From an optimization exercise on the open Yosys and OpenROAD flow, aimed at small area, a short achievable clock period and few clock cycles per item; shortcuts taken in it are not production practice. In this exercise RTL edits were held to simulation tests only and were not proved equivalent to the original.

===== flow/design.v =====
package inv_pkg;
  typedef logic [32-1:0] modulus_t;
  typedef logic [32:0]   operand_t;    
  typedef logic [7-1:0]   count_t;
  typedef struct packed {
    operand_t u;
    operand_t v;
    operand_t r;
    operand_t s;
  } operands_t;
  typedef struct packed {
    operand_t x;
    operand_t y;
  } addsub_in_t;
  typedef enum logic [1:0] {
    SUB_U_V, SUB_V_U, SUB_R_P, SUB_P_R
  } sub_op_e;
  typedef enum logic [2:0] {
    UPD_HOLD, UPD_U_EVEN, UPD_V_EVEN, UPD_U_GT, UPD_V_GE, UPD_R_DIFF
  } upd_e;
  typedef enum logic [2:0] {
    IDLE, LOAD, STEP, WAIT_UNITS, RELEASE, REDUCE, FINAL, DONE
  } ctrl_state_e;
endpackage
`timescale 1ns/1ps
module inv_prefix #(
  parameter int W = 32
) (
  input  logic [W-1:0] g,
  input  logic [W-1:0] p,
  output logic [W-1:0] G,
  output logic [W-1:0] P
);
  always_comb begin
    G = g;
    P = p;
    for (int l = 0; (1 << l) < W; l++) begin
      for (int i = W - 1; i >= 0; i--) begin
        if (i[l]) begin
          int j;
          j = ((i >> l) << l) - 1;
          G[i] = G[i] | (P[i] & G[j]);
          P[i] = P[i] & P[j];
        end
      end
    end
  end
endmodule
module inv_top (
  input  logic        clk,
  input  logic        reset_n,
  input  logic        req,
  input  logic [31:0] p,
  input  logic [31:0] a,
  output logic        ack,
  output logic [31:0] inv,
  output logic [6:0]  k
);
  localparam int M = 2;             
  logic [31:0] uu, v, r, s;
  logic        busy, fin, ack_q;
  logic [30:0] x, y, dg, dp, dG, dP, d;
  logic        gt;
  assign x  = uu[31:1];
  assign y  = v[31:1];
  assign dg = x & ~y;
  assign dp = ~(x ^ y);
  inv_prefix #(.W(31)) u_dpfx (.g(dg), .p(dp), .G(dG), .P(dP));
  assign gt = dG[30];
  assign d  = dp ^ {dG[29:0], 1'b0};                      
  wire   term = dP[30];                                   
  logic [31:0] sg, sp, sG, sP, sum;
  logic        sco;
  assign sg  = r & s;
  assign sp  = r ^ s;
  inv_prefix #(.W(32)) u_spfx (.g(sg), .p(sp), .G(sG), .P(sP));
  assign sum = sp ^ {sG[30:0] | (sP[30:0] & {31{fin}}), fin};
  assign sco = sG[31] | (sP[31] & fin);
  function automatic logic [M:0] tz1h(input logic [M:0] z);
    tz1h = '0;
    tz1h[M] = 1'b1;
    for (int i = M - 1; i >= 0; i--)
      if (z[i + 1]) tz1h = (M + 1)'(1) << i;
  endfunction
  wire       run = busy & ~fin;
  wire       eu  = run & uu[0];                           
  wire       ev  = run & ~uu[0] & ~v[0];
  wire       bo  = run & ~uu[0] & v[0];                   
  wire [M:0] hu  = tz1h(~uu[M:0]) & {(M+1){eu}};
  wire [M:0] hv  = tz1h(v[M:0]) & {(M+1){ev}};
  wire [M:0] hd  = tz1h({~dp[M-1:0], 1'b0}) & {(M+1){bo}};  
  wire       ugt = bo & gt;
  wire       vgt = bo & ~gt;
  wire       last = bo & term;
  logic [31:0] uu_n, v_n, r_n, s_n;
  logic [6:0]  k_inc;
  always_comb begin
    uu_n = (eu | ugt) ? '0 : uu;
    v_n  = (ev | vgt) ? '0 : v;
    s_n  = (eu | (bo & ~term)) ? '0 : s;
    r_n  = (ev | (bo & ~term) | fin) ? '0 : (r ^ {32{last}});
    k_inc = '0;
    for (int j = 0; j <= M; j++) begin
      if (hu[j]) begin
        uu_n = uu_n | (uu >> (j + 1));
        s_n  = s_n | (s << (j + 1));
      end
      if (hv[j]) begin
        v_n = v_n | (v >> (j + 1));
        r_n = r_n | (r << (j + 1));
      end
      if (hd[j] & gt) begin
        uu_n = uu_n | ({1'b0, d} >> j);
        s_n  = s_n | (s << (j + 1));
      end
      if (hd[j] & ~gt) v_n = v_n | ({1'b0, ~d} >> j);
      if (hd[j] & ~gt & ~term) r_n = r_n | (r << (j + 1));
      if (hu[j] | hv[j] | hd[j]) k_inc = k_inc | 7'(j + 1);
    end
    if (ugt | (fin & sco)) r_n = r_n | sum;
    if (vgt & ~term) s_n = s_n | sum;
    if (fin & ~sco) r_n = r_n | (s << 1);
  end
  always_ff @(posedge clk or negedge reset_n) begin
    if (!reset_n) begin
      busy  <= 1'b0;
      fin   <= 1'b0;
      ack_q <= 1'b0;
    end else begin
      if (ack_q && !req) ack_q <= 1'b0;
      if (!busy && !ack_q && req) busy <= 1'b1;
      if (last) fin <= 1'b1;
      if (fin) begin
        fin   <= 1'b0;
        busy  <= 1'b0;
        ack_q <= 1'b1;
      end
    end
  end
  always_ff @(posedge clk) begin
    if (!busy) begin
      uu <= {p[31:1], 1'b0};                              
      v  <= a;
      s  <= 32'd1;
      if (!ack_q) begin
        r <= '0;
        k <= '0;
      end
    end else begin
      uu <= uu_n;
      v  <= v_n;
      s  <= s_n;
      r  <= r_n;
      k  <= last ? k + 1'b1 : k + k_inc;
    end
  end
  assign ack = ack_q;
  assign inv = r;
endmodule

===== flow/run.sh =====
#!/bin/bash
# synth_recipe.tcl (not shown) runs the flow's synth.tcl, then flattens the netlist and writes it again
# the make line also repeats each setting of config.mk as NAME=value (left out here)
make -C /OpenROAD-flow-scripts/flow DESIGN_CONFIG=/design/flow/config.mk WORK_HOME=/design/flow/orfs CLKGATE_MAP_FILE= SYNTH_SCRIPT=/design/flow/synth_recipe.tcl finish

===== flow/config.mk =====
export PLATFORM = sky130hd
export DESIGN_NAME = inv_top
export DESIGN_NICKNAME = inv_top
export VERILOG_FILES = /design/flow/design.v
export SDC_FILE = /design/flow/constraint.sdc
export NUM_CORES = 4
export LEC_CHECK = 0
export CAP_MARGIN = 20
export CORE_MARGIN = 2
export CORE_UTILIZATION = 40
export SETUP_SLACK_MARGIN = 1.0
export SLEW_MARGIN = 20

===== flow/constraint.sdc =====
create_clock -name core_clock -period 4.5 [get_ports {clk}]
set_input_delay 0.9000 -clock core_clock [delete_from_list [all_inputs] [get_ports {clk}]]
set_output_delay 0.9000 -clock core_clock [all_outputs]
set_load 0.01 [all_outputs]

==> flow_summary.yaml <==
cts:
  cts_root_buf: "clkbuf_16"
  cts.path.max_buffers: 2
  cts-htree-levels: 4
  hold_buffers: 0
  worst_skew_pair.late_latency_ns: 0.44
  clk_pin_slew_ns: 0.08
  cts_made_buffers: 17
  clock_sinks: 138
  cts_tree: "built"
yosys:
  avgSynthCellArea_um2: 8.021
  ys_seq_area_share_pct: 27.53
  synth_cell_types: 73
  yosys_most_used_dff: "dfxtp_1"
  synth_edf_count: 41
  synth_top_area_cell: "dfxtp_1"
  syn_inst: 1444
  synthesis.nets: 1583
  ys_ff_latch: 138
  synth_area_leaders: "dfxtp_1 16%, edfxtp_1 11%, a22oi_1 7.8%"
  netlist_area_um2: 11580
  synth_most_common_cell: "nand2_1"
  synthTopCellsByCount: "150 x nand2_1, 123 x nor2_1, 121 x a22oi_1, 112 x a21oi_1, 94 x dfxtp_1"
  synth_top_area_share_pct: 16.25
  async_flop_share_pct: 2.174
  ys.warnings.count: 3
sta:
  tightest_slew_ns: 0.9344
  max-slew-margin-rel_pct: 37.70
  hold_viol: 0
  fmax_mhz: 286.1
  slew_viol_final: 0
  finClkSkew_ns: 0.01497
  fin_crit_ns: 3.496
  finalWorstSetupSlack_ns: 1.004
  fin_tns_setup_ns: 0
  period_share_pct: 77.68
  rsz0062_at_grt: "true"
  setup_viol: 0
layout:
  utilization_pct: 49.58
  finalNonFillerCells: 1931
  final_layout_size_suffix_gt1_share_pct: 10.92
  syn_to_final_growth_pct: 22.53
  diodes: 0
  final_nets: 1673
grt:
  grt_usage_pct: 26.55
  antenna_found_initial: 0
  grt_pass1_vias: 12125
  grt_start_max_net_pins: 85
  grt_overflow: 0
  grt_pass1_wl_um: 65760
setup_path:
  cp_data_arrival_time_ns: 3.69
  worstPathRequired_ns: 4.69
  slowest_delay_ns: 0.45
  startpoint_type: "flop"
  critPathMaxFanout: 15
  endpoint_kind: "flop"
  crit_chain: "ha_4, and4_4, a221o_1, a31oi_4, o31a_1, o31a_1, o31ai_4, buf_6, a211oi_4, clkbuf_16, a221o_1, o21a_1"
  cp.buffers_inverters: 2
  path_class: "reg -> reg"
  critPathSlowestCell: "edfxtp_1"
  path_delay_family: "compound AO/OA/AOI/OAI gates"
routing:
  viasPerCell: 6.475
  antenna_left: 0
  post-route-drc-count: 0
  wl_per_cell_um: 21.47
  num_vias: 12503
  drt-total-wl_um: 41470
  drtPass1Iterations: 6
  drt_iter0_drc: 1395
floorplan:
  fp.coreArea_um2: 28630
  row_count: 62
  die_x_um: 174.2
  initial_core_util_pct: 40.46
  ioPinCount: 107
  die_h_um: 174.2
  dieArea_um2: 30330
min_path:
  holdCritPathClass: "reg -> reg"
place:
  place_ws_ns: 0.5740
  dp_hpwl_um: 26510
  place.gp.congestion: 0.8489
  port_buffers: 105
  place_inst: 1872
flow_run:
  drv_cap: 0
outcome:
  status: "no timing/DRC/antenna violations"
==> registers in the layout, summed over array words and instances, names as in the netlist <==
| register | flops |
|---|---|
| busy | 1 |
| k | 7 |
| fin | 1 |
| s | 32 |
| r | 32 |
| v | 32 |
| uu | 32 |
| ack_q | 1 |
==> metrics by stage <==
stage | hold slack [ns] | cell area [um2]
final | 0.4991 | 14190
after CTS | 0.5140 | 13890
after detailed placement | 0.5067 | 13110
after floorplan | 0.4608 | 11580
after global routing | 0.5275 | 14190
after global placement | 0.5017 | 13110
==> tightest hold or removal path, delay by kind of cell (launching register included) <==
kind | cells | cell delay (ns)
AND/OR/NAND/NOR | 1 | 0.06
flip-flops | 1 | 0.35
AO/OA/AOI/OAI | 1 | 0.05
==> area by class of cell <==
cell class	instances	area, um2
clock buffers	17	425.4
flip-flops and latches	138	3208
inverters	53	198.9
multi-input cells	1150	8054
fillers	2752	14430
repair buffers	174	1647
well taps	384	480.5
clock inverters	15	178.9
==> layout by cell type, fill, tap and decap left out, types with 8 or more instances in the layout <==
master,n
a222oi_1,18
nand3_1,53
a31oi_1,36
o22ai_1,18
nand2_1,149
xnor2_1,54
nand2b_1,8
o2bb2ai_1,17
o221ai_1,10
nand4_1,10
edfxtp_1,41
o2111ai_1,16
buf_4,61
a221o_1,14
clkdlybuf4s50_1,105
nor3_1,11
a21oi_1,109
inv_1,50
and3_1,10
a221oi_1,61
a21o_1,19
o22a_1,8
a211oi_1,15
dfxtp_1,85
clkbuf_16,18
xor2_1,28
a22oi_1,121
nor2_1,119
ha_1,57
o21ai_0,36
o21a_1,16
==> routing by layer <==
metal,up-vias,share of wire [%],GRT usage (%)
met5,-,0,0
met4,0,2.4,9.909
met3,75,6.5,4.156
met2,547,48,44.16
met1,6104,43,34.75
li1,5777,-,-
==> final timing paths <==
path / cells after the start / endpoint / startpoint / slack, ns
max in group asynchronous: 1 / busy / reset_n / 3.70
worst max register to register: 12 / r[31] / r[6] / 1.00
min in group asynchronous: 1 / ack_q / reset_n / 0.65
worst max-delay path: 12 / r[31] / r[6] / 1.00
worst min-delay path: 2 / v[8] / v[8] / 0.50
worst min register to register: 2 / v[8] / v[8] / 0.50
==> timing repair <==
item	4_1_cts	5_1_grt
cloned	1	2
endpoints found under the setup margin	63	57
buffers inserted	11	12
pin swaps	4	11
resized for setup	17	35
==> logic make-up (layout without fill, tap and decap cells) <==
group	after synthesis	in the layout	synth area share (%)
buffers and inverters	158	259	5.369
and+or+nand+nor	402	402	15.34
muxes	4	4	0.3457
adders and majority gates	72	72	8.232
DFF	138	138	27.53
AOI/OAI and AO/OA	586	588	36.84
xor gates and xnor gates	84	84	6.352
Testbench counts, summed over its fixed seeds: cycles 11,310, items 384.

re-timing with driven ports:
No port has a modelled driver above. Below, the same layout with a new extraction and two added sets of constraints. Step 1 assumes that a clkbuf_16 drives the clock port and a buf_2 every other input. Step 2, shift: input delay + t, output delay - t, t = (earliest + latest rising clock arrival at the registers) / 2. This alone moves slack from input paths to output paths. Three values: no drivers, after step 1, after step 2; two values: the first two.
shift t [ns]: 0.486
setup WS [ns]: 1.004 / 1.004 / 1.004
hold WS [ns]: 0.499 / 0.499 / 0.499
worst slew at a driven data input, ns: 0.05
After both steps setup and hold are still met in this run. The setup slack of this run moves by 0.000 ns with the drivers and by 0.000 ns with both steps.
